Background: an optimization exercise with open tools, aiming at small area, a short achievable clock period and few clock cycles per item. Do not read the settings as production practice. Where RTL was checked, it was by simulation tests only, not by an equivalence proof against the original. Function not checked in runs 1, 4 and 5: the RTL went through the layout flow alone.

File: design.v
`default_nettype none
package fp_div_pkg;
    typedef logic [25-1:0] rem_t;
    typedef logic [13-1:0] dig_t;
    typedef logic signed [8+1:0] exp_t;
    function automatic logic [2:0] sel4(input logic signed [6:0] y, input logic [2:0] dh);
        logic signed [6:0] mn1;
        logic signed [6:0] m0;
        logic signed [6:0] m1;
        logic signed [6:0] m2;
        logic ge_n1;
        logic ge_0;
        logic ge_1;
        logic ge_2;
        case (dh)
            3'd0:    begin mn1 = -7'sd13; m0 = -7'sd4; m1 = 7'sd4; m2 = 7'sd12; end
            3'd1:    begin mn1 = -7'sd15; m0 = -7'sd6; m1 = 7'sd4; m2 = 7'sd14; end
            3'd2:    begin mn1 = -7'sd16; m0 = -7'sd6; m1 = 7'sd4; m2 = 7'sd15; end
            3'd3:    begin mn1 = -7'sd18; m0 = -7'sd6; m1 = 7'sd4; m2 = 7'sd16; end
            3'd4:    begin mn1 = -7'sd20; m0 = -7'sd6; m1 = 7'sd6; m2 = 7'sd18; end
            3'd5:    begin mn1 = -7'sd21; m0 = -7'sd8; m1 = 7'sd6; m2 = 7'sd20; end
            3'd6:    begin mn1 = -7'sd23; m0 = -7'sd8; m1 = 7'sd6; m2 = 7'sd22; end
            default: begin mn1 = -7'sd25; m0 = -7'sd8; m1 = 7'sd8; m2 = 7'sd24; end
        endcase
        ge_n1 = (y >= mn1);
        ge_0  = (y >= m0);
        ge_1  = (y >= m1);
        ge_2  = (y >= m2);
        sel4 = {ge_1, (ge_1 & ~ge_2) | (ge_n1 & ~ge_0), ge_2 | ~ge_n1};
    endfunction
endpackage
`default_nettype wire
`default_nettype none
module fp_div_classify
(
    input  wire logic                        clk,
    input  wire logic                        reset,
    input  wire logic                        in_valid,
    input  wire logic [8+23:0] a,
    input  wire logic [8+23:0] b,
    output logic                             out_valid,
    output logic                             sign,
    output logic                             exc,
    output logic                             zero,
    output logic signed [8+1:0]      exp_lo,
    output logic [25-1:0]             rem_s,
    output logic [25-1:0]             rem_c,
    output logic [23-1:0]             b_frac,
    output logic                             q1_two
);
    localparam int SIGN_BIT = 8 + 23;
    logic [8-1:0] a_exp;
    logic [8-1:0] b_exp;
    logic [2:0]           q1_sel;
    assign a_exp = a[SIGN_BIT-1:23];
    assign b_exp = b[SIGN_BIT-1:23];
    assign q1_sel = fp_div_pkg::sel4({4'b0001, a[23-1:23-3]},
                                     b[23-1:23-3]);
    always_ff @(posedge clk)
    begin
        if (reset)
            out_valid <= 1'b0;
        else
            out_valid <= in_valid;
    end
    always_ff @(posedge clk)
    begin
        sign   <= a[SIGN_BIT] ^ b[SIGN_BIT];
        exc    <= (&a_exp) || (&b_exp) || (b_exp == '0);
        zero   <= (a_exp == '0);
        exp_lo <= fp_div_pkg::exp_t'({2'b00, a_exp}) - fp_div_pkg::exp_t'({2'b00, b_exp})
                  + fp_div_pkg::exp_t'(127 - 1);
        rem_s  <= {2'b01, a[23-1:0]};
        rem_c  <= q1_sel[0] ? {1'b1, b[23-1:0], 1'b0} : {2'b01, b[23-1:0]};
        b_frac <= b[23-1:0];
        q1_two <= q1_sel[0];
    end
endmodule
`default_nettype wire
`default_nettype none
module fp_div_mant_stage
#(
    parameter int FIRST = 2,    
    parameter int NROWS = 2
)
(
    input  wire logic                   clk,
    input  wire logic                   reset,
    input  wire logic                   in_valid,
    input  wire logic                   in_sign,
    input  wire logic [8:0]     in_ecode,
    input  wire logic [23-1:0]   in_b_frac,
    input  wire logic [25-1:0]   in_s,
    input  wire logic [25-1:0]   in_c,
    input  wire logic [13-1:0] in_qs,
    input  wire logic [13-1:0] in_q1,
    input  wire logic [13-1:0] in_q2,
    output logic                        out_valid,
    output logic                        out_sign,
    output logic [8:0]          out_ecode,
    output logic [23-1:0]        out_b_frac,
    output logic [25-1:0]        out_s,
    output logic [25-1:0]        out_c,
    output logic [13-1:0]   out_qs,
    output logic [13-1:0]   out_q1,
    output logic [13-1:0]   out_q2
);
    localparam int W = 25;
    fp_div_pkg::rem_t d1;
    fp_div_pkg::rem_t d2;
    fp_div_pkg::rem_t s_n;
    fp_div_pkg::rem_t c_n;
    fp_div_pkg::rem_t s4;
    fp_div_pkg::rem_t c4;
    fp_div_pkg::rem_t x;
    fp_div_pkg::rem_t cy;
    fp_div_pkg::dig_t qs_n;
    fp_div_pkg::dig_t q1_n;
    fp_div_pkg::dig_t q2_n;
    logic [6:0] y;
    logic [2:0] q;
    assign d1 = {2'b01, in_b_frac};
    assign d2 = {1'b1, in_b_frac, 1'b0};
    always_comb
    begin
        s_n  = ~in_s;
        c_n  = ~in_c;
        if (FIRST == 2)
            s_n = in_s;
        qs_n = in_qs;
        q1_n = in_q1;
        q2_n = in_q2;
        for (int r = 0; r < NROWS; r++)
        begin
            y  = s_n[W-1:W-7] + c_n[W-1:W-7];
            q  = fp_div_pkg::sel4(y, in_b_frac[23-1:23-3]);
            s4 = {s_n[W-3:0], 2'b00};
            c4 = {c_n[W-3:0], 2'b00};
            for (int i = 0; i < W; i++)
                x[i] = q[2] ^ ((q[1] & d1[i]) | (q[0] & d2[i]));
            s_n = s4 ^ c4 ^ x;
            cy  = (s4 & c4) | (s4 & x) | (c4 & x);
            c_n = {cy[W-2:0], q[2]};
            if (FIRST + r == 2)
                c_n[2] = 1'b1;
            qs_n[13 - FIRST - r] = q[2];
            q1_n[13 - FIRST - r] = q[1];
            q2_n[13 - FIRST - r] = q[0];
        end
    end
    always_ff @(posedge clk)
    begin
        if (reset)
            out_valid <= 1'b0;
        else
            out_valid <= in_valid;
    end
    always_ff @(posedge clk)
    begin
        out_sign   <= in_sign;
        out_ecode  <= in_ecode;
        out_b_frac <= in_b_frac;
        out_s      <= ~s_n;
        out_c      <= ~c_n;
        out_qs     <= qs_n;
        out_q1     <= q1_n;
        out_q2     <= q2_n;
    end
endmodule
`default_nettype wire
`default_nettype none
module fp_div_pack
(
    input  wire logic                   clk,
    input  wire logic                   reset,
    input  wire logic                   in_valid,
    input  wire logic                   in_sign,
    input  wire logic [8:0]     in_ecode,
    input  wire logic [25-1:0]   in_s,    
    input  wire logic [25-1:0]   in_c,    
    input  wire logic [13-1:0] in_qs,
    input  wire logic [13-1:0] in_q1,
    input  wire logic [13-1:0] in_q2,
    output logic                        out_valid,
    output logic [8+23:0] result,
    output logic                        exception,
    output logic                        overflow,
    output logic                        underflow
);
    localparam int W = 25;
    localparam int QW = 2 * 13;
    logic [W-1:0]                 wsum;
    logic                         neg;
    logic [QW-1:0]                qpos;
    logic [QW-1:0]                qneg;
    logic [QW-1:0]                qsum;
    logic [25-1:0]        quot;
    logic                         norm_hi;
    logic [23-1:0]         frac;
    logic                         special;
    logic [8-1:0]         ev;
    logic [8-1:0]         exp_res;
    logic                         exc;
    logic                         zero;
    logic                         ovf;
    logic                         unf;
    logic [8+23:0] result_next;
    assign wsum = ~in_s + ~in_c;
    assign neg  = wsum[W-1];
    always_comb
    begin
        for (int i = 0; i < 13; i++)
        begin
            qpos[2*i +: 2] = in_qs[i] ? {in_q2[i], in_q1[i]} : 2'b00;
            qneg[2*i +: 2] = in_qs[i] ? 2'b00 : {in_q2[i], in_q1[i]};
        end
        qpos[QW-1 -: 2] = {in_q2[13-1], ~in_q2[13-1]};
        qneg[QW-1 -: 2] = 2'b00;
    end
    assign qsum = qpos + ~qneg + {{(QW-1){1'b0}}, ~neg};
    assign quot = qsum[25-1:0];
    assign norm_hi = quot[25-1];
    assign frac    = norm_hi ? quot[25-2:1] : quot[25-3:0];
    assign special = in_ecode[8];
    assign ev      = in_ecode[8-1:0];
    assign exp_res = ev + {{(8-1){1'b0}}, norm_hi};
    assign exc  = special & ev[1] & ev[0];
    assign zero = special & ev[1] & ~ev[0];
    assign ovf  = special ? (~ev[1] & ev[0])  : (norm_hi & (ev == 8'(255 - 1)));
    assign unf  = special ? (~ev[1] & ~ev[0]) : (~norm_hi & (ev == '0));
    always_comb
    begin
        if (exc)
            result_next = '1;
        else if (zero || unf)
            result_next = {in_sign, {(8 + 23){1'b0}}};
        else if (ovf)
            result_next = {in_sign, {8{1'b1}}, {23{1'b0}}};
        else
            result_next = {in_sign, exp_res, frac};
    end
    always_ff @(posedge clk)
    begin
        if (reset)
        begin
            out_valid <= 1'b0;
            exception <= 1'b0;
            overflow  <= 1'b0;
            underflow <= 1'b0;
        end
        else
        begin
            out_valid <= in_valid;
            exception <= in_valid && exc;
            overflow  <= in_valid && ovf;
            underflow <= in_valid && unf;
        end
    end
    always_ff @(posedge clk)
    begin
        result <= result_next;
    end
endmodule
`default_nettype wire
`default_nettype none
module fp_div_top
(
    input  wire logic                        clk,
    input  wire logic                        reset,
    input  wire logic                        in_valid,
    input  wire logic [8+23:0] a,
    input  wire logic [8+23:0] b,
    output logic                             out_valid,
    output logic [8+23:0]     result,
    output logic                             exception,
    output logic                             overflow,
    output logic                             underflow
);
    localparam int NST = 12;
    localparam int R   = 1;
    logic                  st_valid  [0:NST];
    logic                  st_sign   [0:NST];
    logic                  st_exc;
    logic                  st_zero;
    fp_div_pkg::exp_t      st_exp_lo;
    logic [8:0]    st_ecode  [0:NST];
    logic [23-1:0]  st_b_frac [0:NST];
    fp_div_pkg::rem_t      st_s      [0:NST];
    fp_div_pkg::rem_t      st_c      [0:NST];
    fp_div_pkg::dig_t      st_qs     [0:NST];
    fp_div_pkg::dig_t      st_q1     [0:NST];
    fp_div_pkg::dig_t      st_q2     [0:NST];
    logic                  q1_two;
    fp_div_classify u_classify
    (
        .clk       (clk),
        .reset     (reset),
        .in_valid  (in_valid),
        .a         (a),
        .b         (b),
        .out_valid (st_valid[0]),
        .sign      (st_sign[0]),
        .exc       (st_exc),
        .zero      (st_zero),
        .exp_lo    (st_exp_lo),
        .rem_s     (st_s[0]),
        .rem_c     (st_c[0]),
        .b_frac    (st_b_frac[0]),
        .q1_two    (q1_two)
    );
    assign st_qs[0] = '0;
    assign st_q1[0] = '0;
    assign st_q2[0] = {q1_two, {(13-1){1'b0}}};
    always_comb
    begin
        if (st_exc)
            st_ecode[0] = {1'b1, 8'(3)};
        else if (st_zero)
            st_ecode[0] = {1'b1, 8'(2)};
        else if (st_exp_lo >= fp_div_pkg::exp_t'(255))
            st_ecode[0] = {1'b1, 8'(1)};
        else if (st_exp_lo < fp_div_pkg::exp_t'(0))
            st_ecode[0] = {1'b1, 8'(0)};
        else
            st_ecode[0] = {1'b0, st_exp_lo[8-1:0]};
    end
    for (genvar i = 0; i < NST; i++)
    begin : g_div
        localparam int FIRST = 2 + i * R;
        localparam int NROWS = (13 + 1 - FIRST < R) ? 13 + 1 - FIRST : R;
        fp_div_mant_stage
        #(
            .FIRST (FIRST),
            .NROWS (NROWS)
        )
        u_stage
        (
            .clk        (clk),
            .reset      (reset),
            .in_valid   (st_valid[i]),
            .in_sign    (st_sign[i]),
            .in_ecode   (st_ecode[i]),
            .in_b_frac  (st_b_frac[i]),
            .in_s       (st_s[i]),
            .in_c       (st_c[i]),
            .in_qs      (st_qs[i]),
            .in_q1      (st_q1[i]),
            .in_q2      (st_q2[i]),
            .out_valid  (st_valid[i+1]),
            .out_sign   (st_sign[i+1]),
            .out_ecode  (st_ecode[i+1]),
            .out_b_frac (st_b_frac[i+1]),
            .out_s      (st_s[i+1]),
            .out_c      (st_c[i+1]),
            .out_qs     (st_qs[i+1]),
            .out_q1     (st_q1[i+1]),
            .out_q2     (st_q2[i+1])
        );
    end
    fp_div_pack u_pack
    (
        .clk       (clk),
        .reset     (reset),
        .in_valid  (st_valid[NST]),
        .in_sign   (st_sign[NST]),
        .in_ecode  (st_ecode[NST]),
        .in_s      (st_s[NST]),
        .in_c      (st_c[NST]),
        .in_qs     (st_qs[NST]),
        .in_q1     (st_q1[NST]),
        .in_q2     (st_q2[NST]),
        .out_valid (out_valid),
        .result    (result),
        .exception (exception),
        .overflow  (overflow),
        .underflow (underflow)
    );
endmodule
`default_nettype wire
File: run.sh
#!/bin/bash
# synth_recipe.tcl (not shown) runs the flow's synth.tcl, then flattens the netlist and writes it again
# the make line also repeats each setting of config.mk as NAME=value (left out here)
make -C /OpenROAD-flow-scripts/flow DESIGN_CONFIG=/design/flow/config.mk WORK_HOME=/design/flow/orfs CLKGATE_MAP_FILE= SYNTH_SCRIPT=/design/flow/synth_recipe.tcl finish
File: config.mk
export PLATFORM = sky130hd
export DESIGN_NAME = fp_div_top
export DESIGN_NICKNAME = fp_div_top
export VERILOG_FILES = /design/flow/design.v
export SDC_FILE = /design/flow/constraint.sdc
export NUM_CORES = 4
export LEC_CHECK = 0
export CAP_MARGIN = 20
export CORE_MARGIN = 2
export CORE_UTILIZATION = 40
export CTS_BUF_LIST = sky130_fd_sc_hd__clkbuf_8
export CTS_CLUSTER_SIZE = 32
export SLEW_MARGIN = 20
File: constraint.sdc
create_clock -name core_clock -period 15.0 [get_ports {clk}]
set_input_delay 3.0000 -clock core_clock [delete_from_list [all_inputs] [get_ports {clk}]]
set_output_delay 3.0000 -clock core_clock [all_outputs]
set_load 0.01 [all_outputs]
==> summary.txt, run 1 <==
Cells and area
  – Layout cells sized above 1: 8.45%
  – Fillers: 11500
  – Area Growth Syn to Fin: 14.0%
  – Register area: 26600 sq um
  – Multi-input logic area: 21400 sq um
  – # nets final: between 5000 and 6000
  – Commonest non-fill, non-tap cell in the layout: dfxtp_1
  – Most frequent cells in the layout: dfxtp_1, inv_1, xnor2_1

Place
  – Port Buf Inserts: 102
  – Placer congestion estimate: 0.820
  – Final HPWL DP: 66.2 mm

Drt
  – Post-DRT Antenna Nets: 0
  – 1st-pass router iterations: 5
  – Vias: 29200
  – First DRT Iteration DRCs: 1247
  – Routed WL per cell: 14.0 um
  – Drt total wl: between 80 and 90 mm
  – Vias per inst: 4.64
  – # DRC: 0

Global route
  – Global-route wire length before repair: 147 mm
  – GR Util All Layers: 13.9%
  – Vias in the first global route: 29800
  – Largest net degree at the start of global routing: 48
  – Overflow after GRT: 0
  – Initial antenna violation count: 1

Synthesis
  – Syn_area_per_cell: 11.7 sq um
  – Gate Count Post-Synth: 4307
  – Ys async rst share: 0%
  – Ys flop type: dfxtp_1
  – FF+latch count, synth: 1328
  – Synth unique cells: 80
  – Syn nets: roughly 4900
  – Seq/Total Area, Yosys: between 50% and 60%
  – Post-synth EDFFs: 0
  – Cell area after synthesis: approximately 50000 sq um
  – Synth warnings: 40

Floorplan
  – IO Count: 103
  – Die Y-Extent: ~360 um
  – Core region area: 125000 sq um
  – Initial Util: 40.2%
  – Die X: roughly 360 um
  – # rows: 130
  – Area of the die: 128000 sq um

Clock network
  – Hold Buf Count CTS: 0
  – Clock Latency Late Sink: 0.83 ns
  – CTS tree: built
  – Number of post-CTS setup repair buffers: 0
  – Clock edge transition at the registers on the reported setup and hold paths: 0.08 ns
  – Num CTS Buffers: ~200
  – Root buf cell: clkbuf_8
  – Clock Tree Buf Depth: 3
  – Post_cts resized: 0
  – Clock tree sinks: 1328
  – H-tree Lvls: 4

Setup path
  – R2r worst-path depth: 16
  – Crit-path max cell delay: 0.67 ns
  – CP cell instances: clkdlybuf4s50_1 -> nor2_1 -> xnor2_1 -> ha_1 -> a21o_1 -> a21o_1 -> nand2b_1 -> a21oi_4 -> mux2_2
  – CP bufs+invs: 1
  – R2R Setup Slk: 10.19 ns
  – Crit path required time: 15.70 ns
  – CP max-delay cell: clkdlybuf4s50_1
  – Worst path arrival time: 5.53 ns
  – Critical path launch point type: input pin
  – Critical path class: input pin to register
  – Worst R2R End: u_pack.result[30]$_SDFF_PP1_
  – Critical path fanouts, max: 23
  – Cell mode on critical path: a21o_1
  – Reg-to-reg startpoint: g_div[11].u_stage.out_s[22]$_DFF_P_
  – Crit-path leading delay family: compound AO/OA/AOI/OAI gates
  – CP endpoint kind: register

Outcome
  – Status: no timing/DRC/antenna violations

Timing
  – Unrepaired setup endpoints after global routing: false
  – Worst slew pin tran: 1.05 ns
  – Relative slew slack: 29.8%
  – Final Cycle Share: between 30 and 40%
  – Final-report hold violation count: 0
  – Final max-slew violation count: 0
  – Final setup viols: 0
  – Final setup TNS: 0 ns
  – Worst Clk Skew: 0.0430 ns
  – Fmax: 207 MHz
  – Min Tclk post-route: 4.83 ns

Hold path
  – Worst min-delay path class: register to register
  – Hold path endpoint: g_div[7].u_stage.out_ecode[1]$_DFF_P_
  – Hold path cells: 0
  – Hold_sp: g_div[6].u_stage.out_ecode[1]$_DFF_P_

Job
  – Max_cap viols: 0
stage by stage:
step | utilization [%] | setup slack (ns) | hold slack (ns) | cells | area, sq um
floorplan | - | 10.09 | 0.310 | 4307 | 50200
global placement | 42.4 | 9.07 | 0.310 | 5938 | 53000
detailed placement | 42.4 | 9.32 | 0.312 | 5938 | 53000
CTS | 45.7 | 10.14 | 0.293 | 6300 | 57200
global route | 45.8 | 9.86 | 0.304 | 6302 | 57300
finish | 45.8 | 10.17 | 0.292 | 6302 | 57300
state kept, by name (all words and copies together), names as in the netlist, 10 cells and up:
register                  cells
g_div.u_stage.out_sign       12
g_div.u_stage.out_c         276
u_classify.rem_s             23
u_classify.rem_c             25
g_div.u_stage.out_qs         78
g_div.u_stage.out_q2         90
u_pack.result                32
g_div.u_stage.out_s         300
g_div.u_stage.out_b_frac    253
g_div.u_stage.out_valid      12
g_div.u_stage.out_ecode     108
u_classify.exp_lo            10
g_div.u_stage.out_q1         78
u_classify.b_frac            23
layout make-up:
cell class / instances / share of cell area [%]
flip-flops and latches: 1328 / 46.4
multi-input cells: 2352 / 37.4
clock buffers: 260 / 6.25
well taps: 1650 / 3.61
inverters: 490 / 3.21
repair buffers: 119 / 2.04
clock inverters: 102 / 1.05
diodes: 1 / 0.00437
cell families (layout without fill, tap and decap cells):
family                     after synthesis  in the layout  synth area share [%]
AOI/OAI and AO/OA                      771            771                  10.4
xor gates and xnor gates               400            400                  6.97
adders and majority gates              563            563                  17.8
buffers and inverters                  627            971                  4.70
DFF                                   1328           1328                  52.9
muxes                                   58             58                  1.24
other                                    0              1                     0
and+or+nand+nor                        560            560                  5.89
Yosys cell counts (all sizes together) (9+ instances only):
master	n	share of area (%)
a211oi	10	0.15
nor3b	26	0.39
xor2	15	0.26
buf	22	0.18
o21ai	163	1.6
mux2	29	0.66
dfxtp	1328	53
clkbuf	115	0.86
xnor2	385	6.7
nand2b	52	0.65
nor4	13	0.16
ha	308	7.7
or2	11	0.14
mux2i	29	0.58
a31oi	11	0.14
a211o	12	0.21
and2	39	0.49
nand3	42	0.43
a221o	21	0.42
o31a	10	0.17
nand4	21	0.27
nor2	86	0.64
a21oi	116	1.2
a21boi	28	0.42
or3	30	0.37
nor3	15	0.15
and3	12	0.15
or4	9	0.14
o31ai	9	0.13
nand2	139	1.0
o32ai	10	0.17
a21o	51	0.76
o21a	16	0.24
inv	489	3.7
nor2b	53	0.66
fa	255	10
a22oi	263	3.9
metal layers:
metal	up-vias	track usage [%]	wire (um)
met2	461	23.2	41100
met5	-	0	0
met3	161	2.53	3080
li1	14700	-	-
met4	0	4.83	1980
met1	13900	18.0	42300
worst max-delay path by stage:
| stage | startpoint | to | slack [ns] | depth (start not counted) |
|---|---|---|---|---|
| detailed placement | b[20] | u_classify.rem_c[10]$_DFF_P_ | 9.32 | 9 |
| finish | b[21] | u_classify.rem_c[1]$_DFF_P_ | 10.17 | 9 |
| CTS | g_div[11].u_stage.out_s[22]$_DFF_P_ | u_pack.result[30]$_SDFF_PP1_ | 10.14 | 16 |
| global route | g_div[2].u_stage.out_s[18]$_DFF_P_ | g_div[3].u_stage.out_s[2]$_DFF_P_ | 9.86 | 16 |
| global placement | b[21] | u_classify.rem_c[10]$_DFF_P_ | 9.07 | 9 |
| floorplan | b[21] | u_classify.rem_c[10]$_DFF_P_ | 10.09 | 9 |
==> run 2, diff against run 1 <==
--- a/design.v
+++ b/design.v
@@ -196,2 +196,3 @@
     logic [QW-1:0]                qsum;
+    logic [25-1:0]        qall;
     logic [25-1:0]        quot;
@@ -219,4 +220,10 @@
     end
-    assign qsum = qpos + ~qneg + {{(QW-1){1'b0}}, ~neg};
-    assign quot = qsum[25-1:0];
+    assign qsum = qpos + ~qneg;
+    always_comb
+    begin
+        qall[0] = 1'b1;
+        for (int i = 1; i < 25; i++)
+            qall[i] = qall[i-1] & qsum[i-1];
+    end
+    assign quot = qsum[25-1:0] ^ (qall & {25{~neg}});
     assign norm_hi = quot[25-1];
@@ -225,3 +232,3 @@
     assign ev      = in_ecode[8-1:0];
-    assign exp_res = ev + {{(8-1){1'b0}}, norm_hi};
+    assign exp_res = norm_hi ? ev + 8'(1) : ev;
     assign exc  = special & ev[1] & ev[0];
--- a/config.mk
+++ b/config.mk
@@ -10,4 +10,2 @@
 export CORE_UTILIZATION = 40
-export CTS_BUF_LIST = sky130_fd_sc_hd__clkbuf_8
-export CTS_CLUSTER_SIZE = 32
 export SLEW_MARGIN = 20
==> run 2 against run 1 <==
Critical path type is now register to register; synthesized area down 0.82%; fmax is 7.6% lower; critical endpoint is now u_pack.result[4]$_SDFF_PP1_; hold slack improved by 0.027 ns; core utilization rose by 0.55 points; die area is 0.81% lower.
==> summary.txt, run 2 <==
Cells and area
  – Top Registers: g_div.u_stage.out_s: 300 flops, g_div.u_stage.out_c: 276 flops, g_div.u_stage.out_b_frac: 253 flops
  – Most frequent cells in the layout: dfxtp_1, inv_1, xnor2_1
  – Number of flip-flops in the largest register: 300
  – Fillers: 11200
  – Commonest non-fill, non-tap cell in the layout: dfxtp_1
  – # nets final: 4980
  – Area Growth Syn to Fin: 14.9%
  – Layout cells sized above 1: 7.16%
  – Multi-input logic area: between 20000 and 25000 sq um
  – Top reg by flops: g_div.u_stage.out_s
  – Register area: ~27000 sq um
  – Antenna diode count: 0

Drt
  – First DRT Iteration DRCs: between 1000 and 1500
  – Vias per inst: ~4.6
  – Routed WL per cell: 13.7 um
  – Post-DRT Antenna Nets: 0
  – # DRC: 0
  – Vias: 27800
  – 1st-pass router iterations: 6
  – Drt total wl: 83.3 mm

Place
  – Final HPWL DP: 62.3 mm
  – Setup Slack @ Placement: 9.06 ns
  – Placer congestion estimate: 0.777
  – Port Buf Inserts: 102

Synthesis
  – Seq/Total Area, Yosys: 53.4%
  – Count leader, synth: dfxtp_1
  – Top-area cell type share of the netlist area: a little over half
  – FF+latch count, synth: 1328
  – Synth warnings: 40
  – Cell area after synthesis: 49800 sq um
  – Synth unique cells: between 70 and 80
  – Post-synth EDFFs: 0
  – Ys flop type: dfxtp_1
  – Top post-synthesis cells by area: dfxtp_1, fa_1, ha_1, xnor2_1, a22oi_1
  – Post-synth top area cell: dfxtp_1
  – Syn_area_per_cell: 11.8 sq um
  – Syn nets: 4845
  – Ys async rst share: 0%
  – Synth cell count leaders: dfxtp_1, inv_1, xnor2_1
  – Gate Count Post-Synth: 4212

Job
  – Max_cap viols: 0

Setup path
  – R2R Setup Slk: 9.78 ns
  – Critical path fanouts, max: 12
  – Worst path arrival time: 5.84 ns
  – Critical path class: register to register
  – CP endpoint kind: register
  – Critical path launch point type: register
  – Crit path required time: ~16 ns

Floorplan
  – Initial Util: 40.3%
  – Area of the die: 127000 sq um
  – # rows: approximately 130
  – Die Y-Extent: 357 um
  – Core region area: 124000 sq um
  – Die X: 357 um
  – IO Count: 103

Timing
  – Fmax: 191 MHz
  – Min Tclk post-route: 5.22 ns
  – Final-report hold violation count: 0
  – Hold_ws: 0.318 ns
  – Worst slew pin tran: around 1.1 ns
  – Final setup TNS: 0 ns
  – Relative slew slack: 27.8%
  – Final max-slew violation count: 0
  – Final setup viols: 0
  – Unrepaired setup endpoints after global routing: false
  – Worst Clk Skew: 0.0199 ns
  – Setup slack after layout: 9.78 ns
  – Final Cycle Share: 34.8%

Hold path
  – Worst min-delay path class: register to register

Clock network
  – H-tree Lvls: 4
  – Clock Tree Buf Depth: 3
  – Number of post-CTS setup repair buffers: 0
  – CTS tree: built
  – Num CTS Buffers: 131
  – Post_cts resized: 0
  – Clock edge transition at the registers on the reported setup and hold paths: 0.06 ns
  – Clock tree sinks: between 1000 and 1500
  – Clock Latency Late Sink: approximately 0.72 ns
  – Root buf cell: clkbuf_16
  – Hold Buf Count CTS: 0

Global route
  – Vias in the first global route: 28600
  – Overflow after GRT: 0
  – Global-route wire length before repair: between 100 and 150 mm
  – Largest net degree at the start of global routing: 27
  – Initial antenna violation count: 0
  – GR Util All Layers: 13.3%

Outcome
  – Status: no timing/DRC/antenna violations
[run 2: changes by cell type after synthesis, sizes merged, moves of 14 or more]
cell	before	now
nand2	139	115
and2	39	25
o31ai	9	28
o21ai	163	103
o21bai	4	29
a221o	21	0
xnor2	385	419
nor2	86	124
a21oi	116	131
xor2	15	34
[run 2: final cells by class]
type,instances,share of cell area [%]
tap,1637,3.58
clock inverter,50,1.11
sequential,1328,46.4
inverter,483,3.17
multi-input combinational,2276,37.0
clock buffer,189,6.66
timing repair buffer,127,2.11
[run 2: routing by layer]
metal,share of wire (%),up-vias,GRT usage [%]
met2,47,300,22.4
li1,-,14100,-
met5,0,-,0
met3,3.0,138,2.35
met1,48,13200,17.3
met4,2.2,0,4.39
[run 2: cells by family after synthesis]
| logic type | after synthesis | synth area share [%] |
|---|---|---|
| AO/OA/AOI/OAI | 694 | 9.50 |
| XOR/XNOR | 453 | 7.96 |
| adder cells (fa/ha/maj) | 566 | 18.1 |
| buffers and inverters | 608 | 4.64 |
| flip-flops | 1328 | 53.4 |
| multiplexers | 60 | 1.30 |
| AND/OR/NAND/NOR | 503 | 5.19 |
[run 2: through the flow]
stage	utilization [%]	area, sq um	cells
after floorplan	-	49800	4212
after global placement	42.7	52800	5851
after detailed placement	42.7	52800	5851
after CTS	46.3	57300	6090
after global routing	46.3	57300	6090
final	46.3	57300	6090
[run 2: critical path, stage by stage (launching register included)]
cell	delay [ns]
dfxtp_1	0.30
inv_1	0.04
ha_1	0.29
a21o_1	0.18
a22o_1	0.21
o21ai_0	0.15
o211ai_1	0.27
nor4_1	0.89
o2111ai_1	0.36
nor4_4	0.74
a31oi_2	0.35
nor2_1	0.89
a211oi_1	0.17
o31ai_1	0.29
[run 2: worst paths after layout]
| kind | startpoint | to | cells past startpoint |
|---|---|---|---|
| hold / removal | g_div[5].u_stage.out_qs[7]$_DFF_P_ | g_div[6].u_stage.out_qs[7]$_DFF_P_ | 0 |
| setup / recovery | g_div[11].u_stage.out_s[18]$_DFF_P_ | u_pack.result[4]$_SDFF_PP1_ | 13 |
| setup reg to reg | g_div[11].u_stage.out_s[18]$_DFF_P_ | u_pack.result[4]$_SDFF_PP1_ | 13 |
| hold reg to reg | g_div[5].u_stage.out_qs[7]$_DFF_P_ | g_div[6].u_stage.out_qs[7]$_DFF_P_ | 0 |
Testbench counts of run 2, summed over its fixed seeds: cycles 16,104, items 16,000.
==> run 3, diff against run 2 <==
==> flow/run.sh (new file) <==
#!/bin/bash
# Standard synthesis, then the standard layout with repair_timing aiming for
# extra setup slack (the SDC and the clock period are unchanged).
set -euo pipefail
bash standard.sh synth > synth.log 2>&1
bash standard.sh SETUP_SLACK_MARGIN=10.8 finish > layout.log 2>&1
==> standard.sh (new file) <==
#!/bin/bash
# synth_recipe.tcl (not shown) runs the flow's synth.tcl, then flattens the netlist and writes it again
# the make line also repeats each setting of config.mk as NAME=value (left out here)
make -C /OpenROAD-flow-scripts/flow DESIGN_CONFIG=/design/flow/config.mk WORK_HOME=/design/flow/orfs CLKGATE_MAP_FILE= SYNTH_SCRIPT=/design/flow/synth_recipe.tcl "${@:-finish}"
removed: run.sh
==> run 3 against run 2 <==
Synthesized area unchanged; first-iteration DRC count up 18%; non-clock buffer count increased by 43; hold slack lost 0.014 ns; final cell count up 0.71%; final area is 1.8% higher; register-to-register slack improved by 1.2 ns; via count grew 0.95%; critical endpoint is now u_classify.exp_lo[7]$_DFF_P_.
==> summary.txt, run 3 <==
Outcome
  – Status: no timing/DRC/antenna violations

Cells and area
  – Most frequent cells in the layout: dfxtp_1, inv_1, xnor2_1
  – Design Area, Final: 58300 sq um
  – Antenna diode count: 0
  – Number of flip-flops in the largest register: 300
  – Area Growth Syn to Fin: 17.0%
  – Layout cells sized above 1: 11.0%
  – Commonest non-fill, non-tap cell in the layout: dfxtp_1
  – Top Registers: g_div.u_stage.out_s: 300 flops, g_div.u_stage.out_c: 276 flops, g_div.u_stage.out_b_frac: 253 flops
  – Top reg by flops: g_div.u_stage.out_s
  – # nets final: 5031

Floorplan
  – Core region area: about 120000 sq um
  – # rows: approximately 130
  – IO Count: 103
  – Area of the die: around 130000 sq um
  – Initial Util: around two fifths
  – Die Y-Extent: 357 um
  – Die X: 357 um

Drt
  – Drt total wl: ~86 mm
  – Top sig layer: met4
  – Routed WL per cell: approximately 14 um
  – Vias per inst: 4.57
  – 1st-pass router iterations: 5
  – Vias: ~28000
  – First DRT Iteration DRCs: 1247
  – Wire length on met2: 40.8 mm
  – Met3 WL: ~2.6 mm
  – Post-DRT Antenna Nets: 0
  – DRT met1 WL: 41.0 mm
  – # DRC: 0

Timing
  – Fmax: approximately 230 MHz
  – Worst slew pin tran: 1.06 ns
  – Unrepaired setup endpoints after global routing: true
  – Final Cycle Share: 28.4%
  – Worst Clk Skew: 0.0280 ns
  – Final setup TNS: 0 ns
  – Relative slew slack: 28.5%
  – Min Tclk post-route: 4.26 ns
  – Final-report hold violation count: 0
  – Final setup viols: 0
  – Final max-slew violation count: 0

Global route
  – Overflow after GRT: 0
  – Global-route wire length before repair: 143 mm
  – Largest net degree at the start of global routing: 27
  – GR Util All Layers: 13.4%
  – Initial antenna violation count: 0
  – Vias in the first global route: 28900

Synthesis
  – Ys async rst share: 0%
  – Cell area after synthesis: 49800 sq um
  – Top-area cell type share of the netlist area: 53.4%
  – Seq/Total Area, Yosys: approximately 53%
  – FF+latch count, synth: 1328
  – Count leader, synth: dfxtp_1
  – Synth cell count leaders: dfxtp_1, inv_1, xnor2_1
  – Gate Count Post-Synth: roughly 4200
  – Post-synth top area cell: dfxtp_1
  – Post-synth EDFFs: 0
  – Ys flop type: dfxtp_1
  – Synth unique cells: 72
  – Syn_area_per_cell: approximately 12 sq um
  – Synth warnings: 40
  – Syn nets: 4845
  – Top post-synthesis cells by area: dfxtp_1, fa_1, ha_1, xnor2_1, a22oi_1

Clock network
  – Clock Latency Late Sink: ~0.73 ns
  – CTS tree: built
  – Clock tree sinks: 1328
  – Clock Tree Buf Depth: 3
  – H-tree Lvls: 4
  – Num CTS Buffers: 132
  – Clock edge transition at the registers on the reported setup and hold paths: 0.07 ns
  – Root buf cell: clkbuf_16
  – Hold Buf Count CTS: 0

Job
  – Max_cap viols: 0

Hold path
  – Worst min-delay path class: register to register
  – Hold_sp: g_div[7].u_stage.out_q2[7]$_DFF_P_

Setup path
  – Critical path class: input pin to register
  – Reg-to-reg startpoint: g_div[11].u_stage.out_q1[0]$_DFF_P_
  – Crit path required time: 15.62 ns
  – Critical path launch point type: input pin
  – Crit path from: a[23]
  – Worst path arrival time: 4.88 ns
  – CP endpoint kind: register
  – Critical path fanouts, max: 3

Place
  – Port Buf Inserts: a little over 100
  – Placed inst area: 52900 sq um
  – Placer congestion estimate: 0.775
  – Final HPWL DP: 62.1 mm
## run 3: cell types whose count changed in the layout (fill, tap and decap cells not counted), sizes merged, moves of 2 or more
cell / delta
clkbuf: +5
dlygate4sd2: +3
mux2: +2
clkdlybuf4s50: -49
and2: +3
buf: +82
clkinv: -9
dlymetal6s2s: +3
## run 3: stage by stage
stage               hold slack (ns)  worst slack, ns  util, %  std cells
detailed placement            0.312             9.00     42.8       5851
global placement              0.309             9.06     42.8       5851
CTS                           0.308            10.74     46.6       6101
global route                  0.314            10.68     47.2       6133
floorplan                     0.310            10.23        -       4212
finish                        0.304            10.74     47.2       6133
## run 3: cells by family after synthesis
group	after synthesis	synth area share (%)
compound gates	694	9.50
xor+xnor	453	7.96
fa+ha+maj	566	18.1
buf+inv	608	4.64
flops	1328	53.4
mux	60	1.30
simple gates	503	5.19
## run 3: cell type report
class | count | area (sq um)
Fill cell | 11100 | 65300
Sequential cell | 1328 | 26600
Multi-Input combinational cell | 2283 | 21800
Clock buffer | 190 | 3810
Tap cell | 1637 | 2050
Inverter | 483 | 1830
Timing Repair Buffer | 170 | 1610
Clock inverter | 42 | 611
## run 3: final timing paths
| check | end | slack (ns) | depth (start not counted) |
|---|---|---|---|
| hold / removal | g_div[8].u_stage.out_q2[7]$_DFF_P_ | 0.30 | 0 |
| setup reg to reg | u_pack.result[7]$_SDFF_PP1_ | 10.98 | 14 |
| setup / recovery | u_classify.exp_lo[7]$_DFF_P_ | 10.74 | 12 |
| hold reg to reg | g_div[8].u_stage.out_q2[7]$_DFF_P_ | 0.30 | 0 |
## run 3: per-layer routing
layer | track usage (%) | up-vias
met5 | 0 | -
met4 | 4.87 | 0
met3 | 2.39 | 132
met2 | 22.3 | 326
met1 | 17.5 | 13300
li1 | - | 14200
## run 3: worst max-delay path, cell delays in order
cell	delay, ns
buf_12	0.11
inv_12	0.04
ha_4	0.13
inv_4	0.03
fa_2	0.34
a21o_1	0.19
a21oi_4	0.13
o21bai_1	0.10
a21oi_2	0.20
xnor2_2	0.11
or3_4	0.35
xor2_1	0.14
## run 3: repair_timing
item | CTS | global route
pin swaps | 19 | 26
setup buffers | 15 | 24
gates resized for setup | 257 | 111
gates cloned | 3 | 8
hold endpoints to repair | 0 | 0
setup endpoints to repair | 210 | 544
==> run 4, diff against run 3 <==
--- a/design.v
+++ b/design.v
@@ -42,5 +42,4 @@
     output logic                             sign,
-    output logic                             exc,
-    output logic                             zero,
-    output logic signed [8+1:0]      exp_lo,
+    output logic [8-1:0]             a_exp,
+    output logic [8-1:0]             b_exp,
     output logic [25-1:0]             rem_s,
@@ -51,7 +50,3 @@
     localparam int SIGN_BIT = 8 + 23;
-    logic [8-1:0] a_exp;
-    logic [8-1:0] b_exp;
     logic [2:0]           q1_sel;
-    assign a_exp = a[SIGN_BIT-1:23];
-    assign b_exp = b[SIGN_BIT-1:23];
     assign q1_sel = fp_div_pkg::sel4({4'b0001, a[23-1:23-3]},
@@ -68,6 +63,4 @@
         sign   <= a[SIGN_BIT] ^ b[SIGN_BIT];
-        exc    <= (&a_exp) || (&b_exp) || (b_exp == '0);
-        zero   <= (a_exp == '0);
-        exp_lo <= fp_div_pkg::exp_t'({2'b00, a_exp}) - fp_div_pkg::exp_t'({2'b00, b_exp})
-                  + fp_div_pkg::exp_t'(127 - 1);
+        a_exp  <= a[SIGN_BIT-1:23];
+        b_exp  <= b[SIGN_BIT-1:23];
         rem_s  <= {2'b01, a[23-1:0]};
@@ -289,2 +282,4 @@
     logic                  st_sign   [0:NST];
+    logic [8-1:0]  st_a_exp;
+    logic [8-1:0]  st_b_exp;
     logic                  st_exc;
@@ -309,5 +304,4 @@
         .sign      (st_sign[0]),
-        .exc       (st_exc),
-        .zero      (st_zero),
-        .exp_lo    (st_exp_lo),
+        .a_exp     (st_a_exp),
+        .b_exp     (st_b_exp),
         .rem_s     (st_s[0]),
@@ -320,2 +314,6 @@
     assign st_q2[0] = {q1_two, {(13-1){1'b0}}};
+    assign st_exc    = (&st_a_exp) || (&st_b_exp) || (st_b_exp == '0);
+    assign st_zero   = (st_a_exp == '0);
+    assign st_exp_lo = fp_div_pkg::exp_t'({2'b00, st_a_exp}) - fp_div_pkg::exp_t'({2'b00, st_b_exp})
+                       + fp_div_pkg::exp_t'(127 - 1);
     always_comb
--- a/flow/run.sh
+++ b/flow/run.sh
@@ -5,2 +5,2 @@
 bash standard.sh synth > synth.log 2>&1
-bash standard.sh SETUP_SLACK_MARGIN=10.8 finish > layout.log 2>&1
+bash standard.sh SETUP_SLACK_MARGIN=10.9 finish > layout.log 2>&1
==> run 4 against run 3 <==
Core utilization rose by 0.55 points; via count grew 3.2%; synthesized cell count grew 1.2%; still clean on timing, DRC and antenna; setup slack improved by 0.058 ns; highest routed layer unchanged.
==> summary.txt, run 4 <==
Outcome
  – Status: no timing/DRC/antenna violations

Floorplan
  – Die Y-Extent: 359 um
  – Die X: 359 um
  – Area of the die: 129000 sq um
  – Core region area: 125000 sq um
  – Initial Util: 40.2%
  – IO Count: 103
  – # rows: 130

Global route
  – Global-route wire length before repair: around 150 mm
  – Vias in the first global route: 29300
  – Met1 usage: 17.3%
  – Overflow after GRT: 0
  – GR Util All Layers: 13.4%
  – Met2 GRT Util: 22.8%
  – M3 GR Usage: 2.60%
  – Busiest grt layer: met2
  – Largest net degree at the start of global routing: 27
  – Initial antenna violation count: 0

Clock network
  – Clock Tree Buf Depth: 3
  – Root buf cell: clkbuf_16
  – Clock Latency Late Sink: 0.72 ns
  – H-tree Lvls: 4
  – Hold Buf Count CTS: 0
  – Clock tree sinks: 1332
  – CTS tree: built
  – Num CTS Buffers: 131
  – Clock edge transition at the registers on the reported setup and hold paths: 0.07 ns

Synthesis
  – Synth warnings: 40
  – Largest family of logic cells by synthesized area: adder cells
  – Ys async rst share: 0%
  – Synth unique cells: 84
  – Adder-cell share of the synthesized area: 17.9%
  – Multiplexer area fraction after synthesis: roughly 1.3%
  – Top post-synthesis cells by area: dfxtp_1, fa_1, ha_1, xnor2_1, a22oi_1
  – Cell area after synthesis: 50400 sq um
  – Gate Count Post-Synth: 4261
  – Syn_area_per_cell: approximately 12 sq um
  – Simple-gate share of the synthesized area: 5.41%
  – Post-synth top area cell: dfxtp_1
  – Syn nets: 4894
  – Post-Synth XOR/XNOR Area: 7.77%
  – FF+latch count, synth: around 1300
  – Synth cell count leaders: dfxtp_1, inv_1, xnor2_1
  – Seq/Total Area, Yosys: 53.0%
  – Post-synth EDFFs: 0
  – Count leader, synth: dfxtp_1
  – Ys flop type: dfxtp_1
  – Compound-Gate Fraction of Synth Area: 10.0%
  – Top-area cell type share of the netlist area: a little over half

Setup path
  – Worst path arrival time: about 1.2 ns
  – Crit path required time: around 12 ns
  – CP bufs+invs: 1
  – CP max-delay cell: dfxtp_4
  – Crit-path leading delay family: flip-flops
  – CP endpoint kind: output port
  – Crit path from: u_pack.result[0]$_SDFF_PP1_
  – Critical path fanouts, max: 1
  – Critical path launch point type: register
  – CP cell instances: buf_6
  – Reg-to-reg startpoint: g_div[11].u_stage.out_c[15]$_DFF_P_
  – Crit-path max cell delay: approximately 0.37 ns
  – Critical path class: register to output port

Cells and area
  – Most frequent cells in the layout: dfxtp_1, inv_1, xnor2_1
  – # nets final: slightly above 5000
  – Layout cells sized above 1: between 10% and 20%
  – Commonest non-fill, non-tap cell in the layout: dfxtp_1
  – Area Growth Syn to Fin: 18.7%
  – Fillers: 11100
  – Register area: between 20000 and 30000 sq um
  – Design Area, Final: 59800 sq um
  – Top Registers: g_div.u_stage.out_s: 300 flops, g_div.u_stage.out_c: 276 flops, g_div.u_stage.out_b_frac: 253 flops
  – Antenna diode count: 0
  – Multi-input logic area: around 22000 sq um
  – Top reg by flops: g_div.u_stage.out_s
  – Number of flip-flops in the largest register: 300
  – Util after Layout: 47.7%

Timing
  – Hold_ws: 0.312 ns
  – Final Cycle Share: 28.0%
  – Worst Clk Skew: about 0.021 ns
  – Final-report hold violation count: 0
  – Final max-slew violation count: 0
  – Fmax: 238 MHz
  – Unrepaired setup endpoints after global routing: true
  – Final setup TNS: 0 ns
  – Final setup viols: 0
  – Min Tclk post-route: ~4.2 ns
  – Worst slew pin tran: 0.946 ns
  – Relative slew slack: 36.4%

Drt
  – Vias: 28900
  – Routed WL per cell: 15.4 um
  – Post-DRT Antenna Nets: 0
  – Drt total wl: 95.7 mm
  – # DRC: 0
  – First DRT Iteration DRCs: about 1200
  – 1st-pass router iterations: 6
  – Vias per inst: around 4.6

Place
  – Placer congestion estimate: 0.778
  – Final HPWL DP: 62.7 mm
  – Placed inst area: 53400 sq um
  – Port Buf Inserts: 102

Hold path
  – Hold_sp: g_div[10].u_stage.out_q1[7]$_DFF_P_
  – Worst min-delay path class: register to register

Job
  – Max_cap viols: 0
-- run 4: changes by cell type in the layout (fill, tap and decap cells not counted), sizes merged, moves of 7 or more --
cell           delta
buf              +17
nand2            +17
clkbuf           +11
o21ai             -7
clkdlybuf4s50     +8
and2              -8
nor3             +10
-- run 4: cell families after synthesis --
kind of cell,count (synthesis)
and+or+nand+nor,532
adders and majority gates,566
DFF,1332
xor gates and xnor gates,446
muxes,61
AOI/OAI and AO/OA,713
buffers and inverters,611
-- run 4: final timing paths --
| kind | to | slack, ns | depth (start not counted) |
|---|---|---|---|
| setup / recovery | result[0] | 10.80 | 1 |
| hold / removal | g_div[11].u_stage.out_q1[7]$_DFF_P_ | 0.31 | 0 |
| setup reg to reg | u_pack.result[11]$_SDFF_PP1_ | 11.05 | 14 |
| hold reg to reg | g_div[11].u_stage.out_q1[7]$_DFF_P_ | 0.31 | 0 |
-- run 4: cell type report --
cell class | instances | area share (%)
multi-input combinational | 2328 | 37.6
timing repair buffer | 201 | 3.60
sequential | 1332 | 44.7
clock buffer | 191 | 6.42
inverter | 482 | 3.03
tap | 1650 | 3.45
clock inverter | 47 | 1.18
-- run 4: layer usage --
metal,wire length [um],vias up
met5,0,-
met1,43100,13900
met4,1910,0
li1,-,14500
met2,47500,405
met3,3180,136
-- run 4: stage by stage --
step,instances,setup slack (ns)
floorplan,4261,10.28
global placement,5910,8.94
detailed placement,5910,9.32
CTS,6164,10.74
global route,6231,10.75
finish,6231,10.80
-- run 4: timing repair --
action	in CTS	in global routing
resized for setup	244	208
pin swaps	13	48
hold endpoints to repair	0	0
endpoints found under the setup margin	357	572
gates cloned	3	24
buffers inserted	13	43
==> run 5, diff against run 4 <==
--- a/design.v
+++ b/design.v
@@ -15,11 +15,13 @@
         case (dh)
-            3'd0:    begin mn1 = -7'sd13; m0 = -7'sd4; m1 = 7'sd4; m2 = 7'sd12; end
-            3'd1:    begin mn1 = -7'sd15; m0 = -7'sd6; m1 = 7'sd4; m2 = 7'sd14; end
-            3'd2:    begin mn1 = -7'sd16; m0 = -7'sd6; m1 = 7'sd4; m2 = 7'sd15; end
-            3'd3:    begin mn1 = -7'sd18; m0 = -7'sd6; m1 = 7'sd4; m2 = 7'sd16; end
-            3'd4:    begin mn1 = -7'sd20; m0 = -7'sd6; m1 = 7'sd6; m2 = 7'sd18; end
-            3'd5:    begin mn1 = -7'sd21; m0 = -7'sd8; m1 = 7'sd6; m2 = 7'sd20; end
-            3'd6:    begin mn1 = -7'sd23; m0 = -7'sd8; m1 = 7'sd6; m2 = 7'sd22; end
-            default: begin mn1 = -7'sd25; m0 = -7'sd8; m1 = 7'sd8; m2 = 7'sd24; end
+            3'd0:    begin mn1 = -7'sd13; m2 = 7'sd12; end
+            3'd1:    begin mn1 = -7'sd15; m2 = 7'sd14; end
+            3'd2:    begin mn1 = -7'sd16; m2 = 7'sd15; end
+            3'd3:    begin mn1 = -7'sd18; m2 = 7'sd16; end
+            3'd4:    begin mn1 = -7'sd20; m2 = 7'sd18; end
+            3'd5:    begin mn1 = -7'sd21; m2 = 7'sd20; end
+            3'd6:    begin mn1 = -7'sd23; m2 = 7'sd22; end
+            default: begin mn1 = -7'sd25; m2 = 7'sd24; end
         endcase
+        m0 = dh[2] ? -7'sd7 : -7'sd5;
+        m1 = dh[2] ? 7'sd6 : 7'sd4;
         ge_n1 = (y >= mn1);
--- a/flow/run.sh
+++ b/flow/run.sh
@@ -5,2 +5,2 @@
 bash standard.sh synth > synth.log 2>&1
-bash standard.sh SETUP_SLACK_MARGIN=10.9 finish > layout.log 2>&1
+bash standard.sh SETUP_SLACK_MARGIN=10.8 finish > layout.log 2>&1
==> run 5 against run 4 <==
Clock skew increased by 0.0073 ns; non-clock buffer count decreased by 37; final cell count decreased by 3.6%; synthesized cell count decreased by 4.5%; routed wire length decreased by 0.73%; count of clock-buffer cells in the layout unchanged; first-iteration DRC count decreased by 5.7%; critical endpoint is now result[3].
==> summary.txt, run 5 <==
Outcome
  – Status: no timing/DRC/antenna violations

Floorplan
  – Die Y-Extent: about 350 um
  – Initial Util: 40.2%
  – IO Count: about 100
  – Die X: 353 um
  – # rows: 128
  – Core region area: 121000 sq um
  – Area of the die: 125000 sq um

Synthesis
  – Top-area cell type share of the netlist area: 54.6%
  – Post-synth top area cell: dfxtp_1
  – Synth warnings: 40
  – Ys flop type: dfxtp_1
  – Count leader, synth: dfxtp_1
  – Syn_area_per_cell: 12.0 sq um
  – Top post-synthesis cells by area: dfxtp_1, fa_1, xnor2_1, ha_1, a22oi_1
  – Ys async rst share: 0%
  – Cell area after synthesis: 48800 sq um
  – Seq/Total Area, Yosys: 54.6%
  – Syn nets: 4666
  – Synth unique cells: 77
  – Synth cell count leaders: dfxtp_1, inv_1, xnor2_1
  – Post-synth EDFFs: 0
  – FF+latch count, synth: roughly 1300
  – Gate Count Post-Synth: 4069

Place
  – Placed inst area: 51700 sq um
  – Port Buf Inserts: 102
  – Placer congestion estimate: 0.813
  – Placed Cells: 5708
  – Final HPWL DP: 65.6 mm

Timing
  – Unrepaired setup endpoints after global routing: true
  – Final max-slew violation count: 0
  – Final setup TNS: 0 ns
  – Min Tclk post-route: about 4.2 ns
  – Final Cycle Share: 27.9%
  – Final-report hold violation count: 0
  – Worst slew pin tran: 1.15 ns
  – Relative slew slack: 23.0%
  – Fmax: 239 MHz
  – Worst Clk Skew: 0.0287 ns
  – Final setup viols: 0

Clock network
  – Num CTS Buffers: 140
  – CTS tree: built
  – Clock edge transition at the registers on the reported setup and hold paths: roughly 0.06 ns
  – Clock Tree Buf Depth: 3
  – Hold Buf Count CTS: 0
  – Clock tree sinks: 1332
  – Root buf cell: clkbuf_16
  – Clock Latency Late Sink: 0.74 ns
  – H-tree Lvls: 4

Cells and area
  – Top reg by flops: g_div.u_stage.out_s
  – Antenna diode count: 0
  – Number of flip-flops in the largest register: 300
  – Top Registers: g_div.u_stage.out_s: 300 flops, g_div.u_stage.out_c: 276 flops, g_div.u_stage.out_b_frac: 253 flops
  – Area Growth Syn to Fin: 17.8%
  – Fillers: 11000
  – Final std cells w/o fill: about 6000
  – Util after Layout: between 40 and 50%
  – Design Area, Final: 57500 sq um
  – Layout cells sized above 1: 11.4%
  – Commonest non-fill, non-tap cell in the layout: dfxtp_1
  – # nets final: 4872
  – Most frequent cells in the layout: dfxtp_1, inv_1, xnor2_1

Setup path
  – Crit-path leading delay family: flip-flops
  – CP endpoint kind: output port
  – Worst R2R End: g_div[11].u_stage.out_s[13]$_DFF_P_
  – CP bufs+invs: 1
  – Worst path arrival time: 1.18 ns
  – Crit-path max cell delay: 0.35 ns
  – Critical path launch point type: register
  – CP max-delay cell: dfxtp_2
  – R2R Setup Slk: 10.94 ns
  – Crit path to: result[3]
  – Critical path fanouts, max: 1
  – CP Depth: 1
  – R2r worst-path depth: 14
  – Reg-to-reg startpoint: g_div[10].u_stage.out_s[18]$_DFF_P_
  – Critical path class: register to output port
  – CP cell instances: buf_6
  – Crit path from: u_pack.result[3]$_SDFF_PP1_
  – Crit path required time: 12.00 ns

Drt
  – Vias per inst: 4.65
  – Routed WL per cell: 15.8 um
  – Drt total wl: 95.0 mm
  – 1st-pass router iterations: 7
  – Vias: 27900
  – First DRT Iteration DRCs: between 1000 and 1500
  – Post-DRT Antenna Nets: 0
  – # DRC: 0

Global route
  – Initial antenna violation count: 0
  – Vias in the first global route: between 20000 and 30000
  – Met2 GRT Util: 26.8%
  – Busiest grt layer: met2
  – Largest net degree at the start of global routing: 26
  – M3 GR Usage: 2.86%
  – Overflow after GRT: 0
  – Met1 usage: 17.4%
  – GR Util All Layers: 14.8%
  – Global-route wire length before repair: 150 mm

Hold path
  – Worst min-delay path class: register to register

Job
  – Max_cap viols: 0
## run 5: cell types whose count changed after synthesis, sizes merged, moves of 12 or more
| cell | previous run | this run |
|---|---|---|
| a2111oi | 1 | 14 |
| a21boi | 16 | 4 |
| a21o | 42 | 29 |
| a21oi | 137 | 155 |
| clkbuf | 110 | 81 |
| ha | 311 | 275 |
| mux2 | 36 | 22 |
| nand2 | 132 | 104 |
| nor2 | 122 | 93 |
| nor2b | 43 | 57 |
| o31ai | 32 | 11 |
| xor2 | 28 | 44 |
## run 5: timing repair
| item | 4_1_cts | 5_1_grt |
|---|---|---|
| buffers inserted | 10 | 28 |
| pin swaps | 4 | 14 |
| cloned | 3 | 9 |
| setup endpoints to repair | 252 | 472 |
| resized for setup | 220 | 111 |
## run 5: worst min path at each step
stage                                            start                             endpoint  slack, ns  depth (start not counted)
finish               g_div[1].u_stage.out_sign$_DFF_P_    g_div[2].u_stage.out_sign$_DFF_P_       0.31                          0
global route         g_div[1].u_stage.out_sign$_DFF_P_    g_div[2].u_stage.out_sign$_DFF_P_       0.32                          0
CTS                  g_div[1].u_stage.out_sign$_DFF_P_    g_div[2].u_stage.out_sign$_DFF_P_       0.31                          0
detailed placement  g_div[9].u_stage.out_q1[7]$_DFF_P_  g_div[10].u_stage.out_q1[7]$_DFF_P_       0.31                          0
global placement               u_classify.sign$_DFF_P_    g_div[0].u_stage.out_sign$_DFF_P_       0.31                          0
floorplan                      u_classify.sign$_DFF_P_    g_div[0].u_stage.out_sign$_DFF_P_       0.31                          0
## run 5: kinds of logic after synthesis
group	count (synthesis)	synth area share, %
flops	1332	54.6
xor+xnor	453	8.13
mux	43	0.938
fa+ha+maj	530	17.5
compound gates	677	9.53
buf+inv	598	4.67
simple gates	436	4.60
## run 5: final cells by class
type	count	area [sq um]	share of cell area (%)
Tap cell	1625	2030	3.54
Clock buffer	191	3910	6.80
Timing Repair Buffer	164	1630	2.84
Clock inverter	58	732	1.27
Sequential cell	1332	26700	46.4
Inverter	487	1830	3.18
Multi-Input combinational cell	2150	20700	35.9
## run 5: metal layers
metal  vias to the layer above  routed length (um)  part of all wire, %
li1                      13800                   -                    -
met3                       161                3500                  3.7
met5                         -                   0                    0
met2                       414               48800                   51
met4                         0                2850                  3.0
met1                     13600               39900                   42
## run 5: metrics by stage
stage	setup WS [ns]	hold slack [ns]
after floorplan	10.38	0.310
after global placement	9.21	0.311
after detailed placement	9.18	0.312
after CTS	10.75	0.311
after global routing	10.71	0.322
final	10.82	0.311
==> run 6, diff against run 5 <==
--- a/design.v
+++ b/design.v
@@ -103,2 +103,3 @@
     localparam int W = 25;
+    localparam int PREV = (FIRST > 2) ? 13 + 1 - FIRST : 0;
     fp_div_pkg::rem_t d1;
@@ -124,2 +125,8 @@
             s_n = in_s;
+        if (FIRST > 2)
+        begin
+            s_n[0] = in_qs[PREV] ^ (in_q1[PREV] & in_b_frac[0]);
+            s_n[1] = in_qs[PREV] ^ ((in_q1[PREV] & in_b_frac[1]) | (in_q2[PREV] & in_b_frac[0]));
+            c_n[0] = in_qs[PREV];
+        end
         qs_n = in_qs;
--- a/config.mk
+++ b/config.mk
@@ -10,2 +10,4 @@
 export CORE_UTILIZATION = 40
+export CTS_CLUSTER_DIAMETER = 200
+export CTS_CLUSTER_SIZE = 30
 export SLEW_MARGIN = 20
==> run 6 against run 5 <==
Setup slack better by 0.015 ns; first-iteration DRC count up 6.0%; core utilization down 3.1 points; sequential share of layout area up 2.7 points; critical path type is now input pin to register; synthesized area down 1.3%; register-to-register slack better by 0.05 ns; largest cell class unchanged; flip-flop and latch count down 33; final cell count down 4.2%.
==> summary.txt, run 6 <==
Drt
  – Routed WL per cell: about 14 um
  – First DRT Iteration DRCs: roughly 1200
  – Drt total wl: 83.3 mm
  – # DRC: 0
  – Vias: 26600
  – Post-DRT Antenna Nets: 0
  – Vias per inst: between 4 and 5
  – 1st-pass router iterations: 5

Timing
  – Fmax: 240 MHz
  – Final setup viols: 0
  – Final max-slew violation count: 0
  – Worst slew pin tran: 1.20 ns
  – Unrepaired setup endpoints after global routing: true
  – Worst Clk Skew: 0.0253 ns
  – Min Tclk post-route: 4.16 ns
  – Final Cycle Share: 27.8%
  – Final setup TNS: 0 ns
  – Final-report hold violation count: 0
  – Relative slew slack: 19.2%

Synthesis
  – Count leader, synth: dfxtp_1
  – Synth warnings: 40
  – Synth cell count leaders: dfxtp_1, inv_1, ha_1
  – Seq/Total Area, Yosys: about 54%
  – Cell area after synthesis: ~48000 sq um
  – Compound-Gate Fraction of Synth Area: 9.66%
  – Gate Count Post-Synth: 4048
  – Syn nets: between 4000 and 5000
  – Post-Synth XOR/XNOR Area: 8.29%
  – Top-area cell type share of the netlist area: 54.0%
  – Adder-cell share of the synthesized area: 17.3%
  – FF+latch count, synth: 1299
  – Top post-synthesis cells by area: dfxtp_1, fa_1, ha_1, xor2_1, a22oi_1
  – Largest family of logic cells by synthesized area: adder cells
  – Multiplexer area fraction after synthesis: 1.23%
  – Ys flop type: dfxtp_1
  – Ys async rst share: 0%
  – Post-synth top area cell: dfxtp_1
  – Simple-gate share of the synthesized area: 5.01%
  – Syn_area_per_cell: 11.9 sq um
  – Post-synth EDFFs: 0
  – Synth unique cells: 78

Setup path
  – Crit path from: b[20]
  – Critical path fanouts, max: 7
  – CP endpoint kind: register
  – R2r worst-path depth: 16
  – Worst path arrival time: 4.71 ns
  – Critical path launch point type: input pin
  – R2R Setup Slk: roughly 11 ns
  – Crit path to: u_classify.rem_c[21]$_DFF_P_
  – Crit path required time: 15.55 ns
  – Worst R2R End: g_div[1].u_stage.out_s[15]$_DFF_P_
  – Critical path class: input pin to register
  – Reg-to-reg startpoint: g_div[0].u_stage.out_s[18]$_DFF_P_

Floorplan
  – # rows: 127
  – Core region area: 120000 sq um
  – Area of the die: 123000 sq um
  – Die X: 351 um
  – Die Y-Extent: 351 um
  – IO Count: 103
  – Initial Util: 40.3%

Clock network
  – Root buf cell: clkbuf_16
  – H-tree Lvls: 2
  – Clock tree sinks: 1299
  – Clock edge transition at the registers on the reported setup and hold paths: 0.11 ns
  – Clock Tree Buf Depth: 3
  – Clock Latency Late Sink: 0.66 ns
  – CTS tree: built
  – Num CTS Buffers: 49
  – Hold Buf Count CTS: 0

Cells and area
  – Fillers: 11000
  – Design Area, Final: ~53000 sq um
  – # nets final: ~4700
  – Most frequent cells in the layout: dfxtp_1, inv_1, ha_1
  – Top reg by flops: g_div.u_stage.out_s
  – Number of flip-flops in the largest register: approximately 280
  – Register area: 26000 sq um
  – Top Registers: g_div.u_stage.out_s: 278 flops, g_div.u_stage.out_c: 265 flops, g_div.u_stage.out_b_frac: 253 flops
  – Area Growth Syn to Fin: 9.95%
  – Layout cells sized above 1: 7.18%
  – Multi-input logic area: 20600 sq um
  – Commonest non-fill, non-tap cell in the layout: dfxtp_1

Outcome
  – Status: no timing/DRC/antenna violations

Hold path
  – Worst min-delay path class: register to register

Global route
  – Vias in the first global route: approximately 27000
  – Overflow after GRT: 0
  – Global-route wire length before repair: 133 mm
  – GR Util All Layers: about 13%
  – Initial antenna violation count: 1
  – Largest net degree at the start of global routing: 31

Place
  – Final HPWL DP: 60.3 mm
  – Port Buf Inserts: 102
  – Placer congestion estimate: 0.806
  – Placed inst area: 51100 sq um

Job
  – Max_cap viols: 0
## run 6: cell type report
type	count	share of cell area, %
antenna	1	0.00472
clock buffer	51	2.41
clock inverter	2	0.0732
inverter	459	3.26
multi-input combinational	2180	38.8
sequential	1299	49.1
tap	1612	3.81
timing repair buffer	148	2.48
## run 6: routing by layer
| layer | GRT usage [%] | vias up | wire [um] |
|---|---|---|---|
| li1 | - | 13400 | - |
| met1 | 17.5 | 12800 | 39500 |
| met2 | 22.1 | 231 | 40100 |
| met3 | 1.66 | 82 | 2170 |
| met4 | 2.68 | 0 | 1560 |
| met5 | 0 | - | 0 |
## run 6: worst min-delay path by stage
| stage | start | to | slack, ns | depth (start not counted) |
|---|---|---|---|---|
| 2_1_floorplan | u_classify.b_frac[0]$_DFF_P_ | g_div[0].u_stage.out_b_frac[0]$_DFF_P_ | 0.31 | 0 |
| 3_3_place_gp | g_div[6].u_stage.out_ecode[0]$_DFF_P_ | g_div[7].u_stage.out_ecode[0]$_DFF_P_ | 0.31 | 0 |
| 3_5_place_dp | g_div[9].u_stage.out_ecode[8]$_DFF_P_ | g_div[10].u_stage.out_ecode[8]$_DFF_P_ | 0.31 | 0 |
| 4_1_cts | g_div[8].u_stage.out_ecode[1]$_DFF_P_ | g_div[9].u_stage.out_ecode[1]$_DFF_P_ | 0.33 | 0 |
| 5_1_grt | g_div[9].u_stage.out_q1[4]$_DFF_P_ | g_div[10].u_stage.out_q1[4]$_DFF_P_ | 0.33 | 0 |
| 6_report | g_div[8].u_stage.out_ecode[1]$_DFF_P_ | g_div[9].u_stage.out_ecode[1]$_DFF_P_ | 0.32 | 0 |
## run 6: critical path, stage by stage
cell and delay [ns]:
buf_6 0.11, nand2b_4 0.15, nor2_4 0.10, ha_4 0.20, nand2b_4 0.13, a21o_1 0.16, a21oi_2 0.16, nor2_2 0.07
buf_4 0.13, buf_4 0.12, buf_4 0.12, mux2_2 0.26
## run 6: per-stage QoR
step           worst slack (ns)  std cells  utilization [%]  hold slack (ns)
3_5_place_dp               9.18       5670             42.7            0.312
3_3_place_gp               9.01       5669             42.7            0.310
2_1_floorplan             10.28       4048                -            0.310
6_report                  10.84       5752             44.3            0.321
5_1_grt                   10.75       5752             44.3            0.328
4_1_cts                   10.80       5734             43.8            0.326
## run 6: cell families after synthesis
logic type | count (synthesis)
adders and majority gates | 519
DFF | 1299
xor gates and xnor gates | 456
AOI/OAI and AO/OA | 676
buffers and inverters | 578
and+or+nand+nor | 464
muxes | 56
## run 6: timing repair
| action | CTS | global route |
|---|---|---|
| setup endpoints to repair | 427 | 444 |
| cloned | 3 | 7 |
| resized for setup | 209 | 73 |
| pin swaps | 11 | 20 |
| setup buffers | 8 | 10 |
| hold endpoints to repair | 0 | 0 |
Testbench counts of run 6, summed over its fixed seeds: cycles 16,104, items 16,000.

==> separate check: timing with driven ports <==
No port has a modelled driver above. Below, the same layouts with a new extraction and two added sets of constraints.
Step 1 (the two cells are an assumption about what drives the block):
set clk [get_ports {clk}]
set_driving_cell -lib_cell sky130_fd_sc_hd__clkbuf_16 $clk
set_driving_cell -lib_cell sky130_fd_sc_hd__buf_2 [delete_from_list [all_inputs] $clk]
Step 2 times the ports against the registers' clock, not the clock port: input delays grow and output delays shrink by t, the midpoint of the rising clock arrivals with the driver on.
Three values: ideal ports, drivers, drivers and shift; two values: the first two.
run	t (ns)	setup WS [ns]	worst slew at a driven data input, ns
run 1	0.877	10.175 / 10.189 / 9.339	0.08
run 2	0.780	9.777 / 9.777 / 9.378	0.05
run 3	0.792	10.741 / 10.756 / 9.973	0.06
run 4	0.778	10.799 / 10.727 / 10.163	0.05
run 5	0.792	10.821 / 10.752 / 10.065	0.06
run 6	0.708	10.836 / 10.804 / 10.163	0.08
After both steps setup and hold are still met in every run listed. The setup slack of run 1, which loses most, moves by +0.014 ns with the drivers and by -0.836 ns with both steps.
